Context: an optimization exercise on an open-source flow, tuned for small area and a short achievable clock period. The choices shown serve that exercise and are no tape-out recipe. For this run, only the layout was checked, not whether the RTL still works. Power figures rest on the tool's default switching activity, not on a simulated workload.

## design/flow/constraint.sdc

```tcl
create_clock -name core_clock -period 6.5 [get_ports {clk}]
set_input_delay 1.3000 -clock core_clock [delete_from_list [all_inputs] [get_ports {clk}]]
set_output_delay 1.3000 -clock core_clock [all_outputs]
set_load 0.01 [all_outputs]
```

## design/flow/design.v

```verilog
`default_nettype none
module pong_sprite_renderer #(
    parameter int          N_SPRITES = 8,
    parameter int          IDX_W     = 3,
    parameter int          COORD_W   = 16,
    parameter logic [11:0] BG_COLOR  = 12'h111,
    parameter int          LATENCY   = 2
) (
    input  logic               clk,
    input  logic               rst,
    input  logic [COORD_W-1:0] h_cnt,
    input  logic [COORD_W-1:0] v_cnt,
    input  logic               pix_valid,
    input  logic [1:0]         sync_in,
    input  logic               frame_start,
    input  logic               wr_en,
    input  logic [IDX_W-1:0]   wr_idx,
    input  logic [COORD_W-1:0] wr_px,
    input  logic [COORD_W-1:0] wr_py,
    input  logic [COORD_W-1:0] wr_hw,
    input  logic [COORD_W-1:0] wr_hh,
    input  logic [11:0]        wr_color,
    input  logic               wr_enable,
    input  logic               cfg_commit,
    output logic               commit_pending,
    output logic [11:0]        rgb_out,
    output logic               rgb_valid,
    output logic [1:0]         sync_out
);
    localparam int CW = COORD_W;
    logic [CW-1:0]    r_h, r_v;
    logic             r_vld0, r_vld1;
    logic [1:0]       r_sync0, r_sync1;
    logic             r_commit_pending;
    logic             r_commit;           
    logic             r_wr;
    logic [IDX_W-1:0] r_wr_idx;
    logic [CW-1:0]    r_wr_px, r_wr_py, r_wr_hw, r_wr_hh;
    logic [11:0]      r_wr_color;
    logic             r_wr_enable;
    logic w_commit_now;
    assign w_commit_now = frame_start && (r_commit_pending || cfg_commit);
    always_ff @(posedge clk or negedge rst) begin
        if (!rst) begin
            r_vld0           <= 1'b0;
            r_vld1           <= 1'b0;
            r_sync0          <= 2'b00;
            r_sync1          <= 2'b00;
            r_commit_pending <= 1'b0;
            r_commit         <= 1'b0;
            r_wr             <= 1'b0;
        end else begin
            r_vld0           <= pix_valid;
            r_vld1           <= r_vld0;
            r_sync0          <= sync_in;
            r_sync1          <= r_sync0;
            r_commit_pending <= !w_commit_now && (r_commit_pending || cfg_commit);
            r_commit         <= w_commit_now;
            r_wr             <= wr_en && ({1'b0, wr_idx} < (IDX_W+1)'(N_SPRITES));
        end
    end
    always_ff @(posedge clk) begin
        r_h         <= h_cnt;
        r_v         <= v_cnt;
        r_wr_idx    <= wr_idx;
        r_wr_px     <= wr_px;
        r_wr_py     <= wr_py;
        r_wr_hw     <= wr_hw;
        r_wr_hh     <= wr_hh;
        r_wr_color  <= wr_color;
        r_wr_enable <= wr_enable;
    end
    logic [CW:0]   w_dlo_h, w_dhi_h, w_dlo_v, w_dhi_v;
    logic [CW-1:0] w_lo_h, w_hi_h, w_lo_v, w_hi_v;
    logic          w_en;
    assign w_dlo_h = {1'b0, r_wr_px} - {1'b0, r_wr_hw};
    assign w_dhi_h = {1'b0, r_wr_px} + {1'b0, r_wr_hw} - 1'b1;
    assign w_dlo_v = {1'b0, r_wr_py} - {1'b0, r_wr_hh};
    assign w_dhi_v = {1'b0, r_wr_py} + {1'b0, r_wr_hh} - 1'b1;
    assign w_lo_h  = w_dlo_h[CW] ? {CW{1'b0}} : w_dlo_h[CW-1:0] + 1'b1;
    assign w_lo_v  = w_dlo_v[CW] ? {CW{1'b0}} : w_dlo_v[CW-1:0] + 1'b1;
    assign w_hi_h  = w_dhi_h[CW] ? {CW{1'b1}} : w_dhi_h[CW-1:0];
    assign w_hi_v  = w_dhi_v[CW] ? {CW{1'b1}} : w_dhi_v[CW-1:0];
    assign w_en   = r_wr_enable && (r_wr_hw != '0) && (r_wr_hh != '0);
    logic [CW-1:0] r_sh_lo_h [N_SPRITES];
    logic [CW-1:0] r_sh_hi_h [N_SPRITES];
    logic [CW-1:0] r_sh_lo_v [N_SPRITES];
    logic [CW-1:0] r_sh_hi_v [N_SPRITES];
    logic [11:0]   r_sh_color[N_SPRITES];
    logic          r_sh_en   [N_SPRITES];
    logic [CW-1:0] r_act_lo_h [N_SPRITES];
    logic [CW-1:0] r_act_hi_h [N_SPRITES];
    logic [CW-1:0] r_act_lo_v [N_SPRITES];
    logic [CW-1:0] r_act_hi_v [N_SPRITES];
    logic [11:0]   r_act_color[N_SPRITES];
    logic          r_act_en   [N_SPRITES];
    logic [CW-1:0] e_lo_h [N_SPRITES];
    logic [CW-1:0] e_hi_h [N_SPRITES];
    logic [CW-1:0] e_lo_v [N_SPRITES];
    logic [CW-1:0] e_hi_v [N_SPRITES];
    logic [11:0]   e_color[N_SPRITES];
    logic          e_en   [N_SPRITES];
    logic [N_SPRITES-1:0] w_hit;
    generate
        for (genvar gi = 0; gi < N_SPRITES; gi++) begin : g_sprite
            logic w_sel;
            assign w_sel = r_wr && (r_wr_idx == IDX_W'(gi));
            always_ff @(posedge clk or negedge rst) begin
                if (!rst) begin
                    r_sh_en[gi]  <= 1'b0;
                    r_act_en[gi] <= 1'b0;
                end else begin
                    if (w_sel) r_sh_en[gi] <= w_en;
                    r_act_en[gi] <= e_en[gi];
                end
            end
            always_ff @(posedge clk) begin
                if (w_sel) begin
                    r_sh_lo_h[gi]  <= w_lo_h;
                    r_sh_hi_h[gi]  <= w_hi_h;
                    r_sh_lo_v[gi]  <= w_lo_v;
                    r_sh_hi_v[gi]  <= w_hi_v;
                    r_sh_color[gi] <= r_wr_color;
                end
                r_act_lo_h[gi]  <= e_lo_h[gi];
                r_act_hi_h[gi]  <= e_hi_h[gi];
                r_act_lo_v[gi]  <= e_lo_v[gi];
                r_act_hi_v[gi]  <= e_hi_v[gi];
                r_act_color[gi] <= e_color[gi];
            end
            assign e_lo_h[gi]  = r_commit ? r_sh_lo_h[gi]  : r_act_lo_h[gi];
            assign e_hi_h[gi]  = r_commit ? r_sh_hi_h[gi]  : r_act_hi_h[gi];
            assign e_lo_v[gi]  = r_commit ? r_sh_lo_v[gi]  : r_act_lo_v[gi];
            assign e_hi_v[gi]  = r_commit ? r_sh_hi_v[gi]  : r_act_hi_v[gi];
            assign e_color[gi] = r_commit ? r_sh_color[gi] : r_act_color[gi];
            assign e_en[gi]    = r_commit ? r_sh_en[gi]    : r_act_en[gi];
            assign w_hit[gi] = e_en[gi]
                            && (r_h >= e_lo_h[gi]) && (r_h <= e_hi_h[gi])
                            && (r_v >= e_lo_v[gi]) && (r_v <= e_hi_v[gi]);
        end
    endgenerate
    logic [11:0] w_c01, w_c23, w_c45, w_c67, w_c03, w_c47, w_c07;
    logic        w_h01, w_h23, w_h45, w_h67, w_h03;
    logic [11:0] w_color;
    logic [11:0] r_rgb;
    assign w_h01 = w_hit[0] | w_hit[1];
    assign w_h23 = w_hit[2] | w_hit[3];
    assign w_h45 = w_hit[4] | w_hit[5];
    assign w_h67 = w_hit[6] | w_hit[7];
    assign w_h03 = w_h01 | w_h23;
    assign w_c01 = w_hit[0] ? e_color[0] : e_color[1];
    assign w_c23 = w_hit[2] ? e_color[2] : e_color[3];
    assign w_c45 = w_hit[4] ? e_color[4] : e_color[5];
    assign w_c67 = w_hit[6] ? e_color[6] : (w_hit[7] ? e_color[7] : BG_COLOR);
    assign w_c03 = w_h01 ? w_c01 : w_c23;
    assign w_c47 = w_h45 ? w_c45 : w_c67;
    assign w_c07 = w_h03 ? w_c03 : w_c47;
    assign w_color = w_c07;
    always_ff @(posedge clk or negedge rst) begin
        if (!rst) begin
            r_rgb <= 12'h000;
        end else begin
            r_rgb <= r_vld0 ? w_color : 12'h000;
        end
    end
    assign commit_pending = r_commit_pending;
    assign rgb_out        = r_rgb;
    assign rgb_valid      = r_vld1;
    assign sync_out       = r_sync1;
endmodule
`default_nettype wire
```

## design/flow/run.sh

```bash
#!/bin/bash
# synth_recipe.tcl (not shown) runs the flow's synth.tcl, then flattens the netlist and writes it again
# the make line also repeats each setting of config.mk as NAME=value (left out here)
make -C /OpenROAD-flow-scripts/flow DESIGN_CONFIG=/design/flow/config.mk WORK_HOME=/design/flow/orfs CLKGATE_MAP_FILE= SYNTH_SCRIPT=/design/flow/synth_recipe.tcl finish
```

## design/flow/config.mk

```make
export PLATFORM = sky130hd
export DESIGN_NAME = pong_sprite_renderer
export DESIGN_NICKNAME = pong_sprite_renderer
export VERILOG_FILES = /design/flow/design.v
export SDC_FILE = /design/flow/constraint.sdc
export NUM_CORES = 4
export LEC_CHECK = 0
export CAP_MARGIN = 20
export CORE_MARGIN = 2
export CORE_UTILIZATION = 40
export SLEW_MARGIN = 20
```

==> notes.md <==
* Hold depth at 0
* PD cells at 322.5 nW/um^2
* PortBufs at 135
* Post-route ant nets at 0
* Post-route cell area at 67970 um^2
* Cells after synthesis at 4675
* CTS root buffer: clkbuf_16
* Initial core utilization at 0.4029
* Post-synthesis simple-gate area fraction at 0.05660
* Placement Setup Slack at 1.379 ns
* Cts bufs inserted at 150
* Clk slew on worst S/H paths at 0.06 ns
* Crit Path Category: register to register
* RSZ-0062 raised after global routing: no
* Final nets at 5697
* Reg2Reg Depth at 13
* Slowest cell on crit path: dfrtp_4
* Placed Area at 62910 um^2
* Cell Area, Synth at 58650 um^2
* Row count at 140
* Vias/cell at 5.085
* Synth cell types at 83
* Clock tree from TritonCTS: built
* Hold Buf Count CTS at 0
* DIE WIDTH at 386.9 um
* Largest net degree at the start of global routing at 70
* Antenna violations before repair at 3
* Max_cap viols at 0
* First-pass DRT Iterations at 6
* H-tree Lvls at 4
* Yosys reg bits at 1365
* Finished Core Util at 0.4670
* Highest Clock Rate at 188.9 MHz
* Core Area at 145600 um^2
* Leading cell type in the layout, fill and taps excluded: dfxtp_1
* Most frequent cells in the layout: dfxtp_1, inv_1, ha_1, edfxtp_1, mux2i_1
* Seq/Total Area, Yosys at 0.5729
* CP cell instances: buf_12, mux2i_1, ha_1, nor2b_1, o211ai_1, a21oi_1, o31ai_1, a21oi_1, nor4b_2, buf_4, and3_1, o21ai_0, o22ai_1
* Via count at 35650
* Post-synth EDFFs at 608
* Period utilization at 0.8146
* Fillers at 13040
* Synthesized area per cell at 12.54 um^2
* Min Tclk post-route at 5.295 ns
* Hold WC Path Type: register to register
* Worst-Skew Late Latency at 0.78 ns
* Storage element area at 33600 um^2
* DP HPWL at 97.62 mm
* Ys Warns at 19
* Vias in the first global route at 35170
* Post-route DRC violation count at 0
* Final setup viols at 0
* Worst-Margin Slew at 1.170 ns
* Ratio of cells with drive above 1 in the final layout at 0.1009
* Maximum root-to-sink buffer count at 3
* Worst endpoint data arrival time at 5.98 ns
* Total stage count of the critical path at 13
* Hold Vio Cnt, Final at 0
* Gp weighted congestion at 0.8220
* R2r setup slk at 1.21 ns
* Worst path max stage delay at 0.86 ns
* Initial DRC count at 2294
* Clock sinks at 1365
* Xor/xnor cell area share of the yosys netlist at 0.009707
* N_diodes at 0
* Worst setup EP type: register
* Top Family by Delay on Critical Path: compound AO/OA/AOI/OAI gates
* Die Footprint at 149700 um^2
* Run status: no timing/DRC/antenna violations
* IO Pins at 136
* All-Layer GR Usage at 0.1927
* Synth Flop Type: dfxtp_1
* Post-cts resize count at 0
* Syn-to-layout area delta at 15.90%
* Max_slew headroom at 0.2174
* Post-Route Skew at 0.02747 ns
* Final global-route overflow total at 0
* Drt wl/cell at 20.75 um
* First-pass GRT wire length at 218.2 mm
* Largest family of logic cells by synthesized area: adder cells
* Worst path most repeated cell: a21oi_1
* DIE HEIGHT at 386.9 um
* Multiplexer share of the synthesized area at 0.1095
* Required arrival time at the worst endpoint at 7.18 ns
* Final worst setup slack at 1.205 ns
* WL final at 145.5 mm
* Setup crit start kind: register
* Maximum ir drop on the vdd rail at 191.2 uV
* Multi-input gate area in the final layout at 22330 um^2
* Synth Area in Compound Gates at 0.07132
* Post-synth ARST share at 0.02711
* Syn Nets at 5407
* Synth Area in Adders at 0.1311
* CP max FO at 69
* Leakage at 28.90 nW
* Worst Path Buf+Inv at 2
* Setup TNS at 0 ns
* Postcts setup bufs at 0
* Max-slew violations at 0
-- state kept, by name (all words and copies together), names as in the netlist, 96 cells and up --
| register | flops |
|---|---|
| r_sh_lo_h | 128 |
| r_act_hi_h | 128 |
| r_sh_hi_v | 128 |
| r_act_lo_h | 128 |
| r_sh_hi_h | 128 |
| r_sh_lo_v | 128 |
| r_act_lo_v | 128 |
| r_sh_color | 96 |
| r_act_hi_v | 128 |
| r_act_color | 96 |
-- logic make-up after synthesis --
logic type,after synthesis
AOI/OAI and AO/OA,623
xor gates and xnor gates,65
adders and majority gates,612
buffers and inverters,744
DFF,1365
muxes,625
and+or+nand+nor,641
-- through the flow --
stage	std cells	total power [mW]	hold slack [ns]
floorplan	4675	12.25	0.3312
global placement	6727	13.41	0.3352
detailed placement	6730	13.49	0.3464
CTS	7010	22.15	0.3534
global route	7010	22.89	0.3684
finish	7010	21.92	0.3507
-- final timing paths --
kind | startpoint | endpoint
worst max-delay path | r_commit | r_rgb[8]
worst min-delay path | r_sync0[1] | r_sync1[1]
worst max register to register | r_commit | r_rgb[8]
worst min register to register | r_sync0[1] | r_sync1[1]
max in group asynchronous | rst | r_commit
min in group asynchronous | rst | r_wr
-- Yosys cell counts, types with 72 or more instances --
library cell	number	share of area
nand2_1	114	0.0073
mux2_2	132	0.025
a21o_1	72	0.0092
nor2_1	148	0.0095
ha_1	608	0.13
edfxtp_1	608	0.31
inv_1	651	0.042
o21ai_0	100	0.0085
nand4_1	90	0.0096
a21oi_1	197	0.017
dfxtp_1	720	0.25
mux2i_1	493	0.084
-- worst reg2reg max path, delay by kind of cell, from the launching register on --
kind | cells | cell delay, ns
AO/OA/AOI/OAI | 6 | 1.86
adder cells (fa/ha/maj) | 1 | 0.28
multiplexers | 1 | 0.38
flip-flops | 1 | 0.86
buffers and inverters | 2 | 0.75
AND/OR/NAND/NOR | 3 | 1.06
-- layer usage --
layer / routed length [um] / up-vias / GRT usage
met5: 0 / - / 0
met2: 63970 / 790 / 0.2965
met1: 70310 / 17370 / 0.2764
met3: 7558 / 185 / 0.03363
li1: - / 17310 / -
met4: 3636 / 0 / 0.05861
-- power breakdown --
group / switching (mW) / internal [mW] / total (mW)
clock: 3.54 / 5.06 / 8.61
sequential: 0.232 / 9.83 / 10.1
combinational: 2.04 / 1.21 / 3.25
total: 5.81 / 16.1 / 21.9
-- final cells by class --
| class | count | area share |
|---|---|---|
| flip-flops and latches | 1365 | 0.4943 |
| multi-input cells | 2566 | 0.3285 |
| clock buffers | 215 | 0.06358 |
| inverters | 651 | 0.03595 |
| well taps | 1917 | 0.03529 |
| repair buffers | 231 | 0.03181 |
| clock inverters | 65 | 0.01055 |

[afterwards: timing with drivers on the ports]
In the flow no input, the clock included, has a driving cell. The finished layout below was timed again as built, in two steps.
Step 1: set_driving_cell puts a clkbuf_16 on clk and a buf_2 on each other input, an assumption about the parent block.
Step 2 moves the port delays by t, midway between the first and last clock arrival at a register: inputs arrive t later, outputs are due t later. That takes back most of the time a late clock gives input paths.
Three values: no drivers, after step 1, after step 2; two values: the first two.
t, ns: 0.847
setup slack, ns: 1.205 / 1.205 / 1.205
hold WS [ns]: 0.351 / 0.351 / 0.351
clock arrival spread, ns: 0.031 / 0.030
worst register clock-pin slew, ns: 0.06 / 0.06
After both steps setup and hold are still met in this run. For this run, drivers alone change the setup slack by 0.000 ns; drivers and shift together by 0.000 ns.
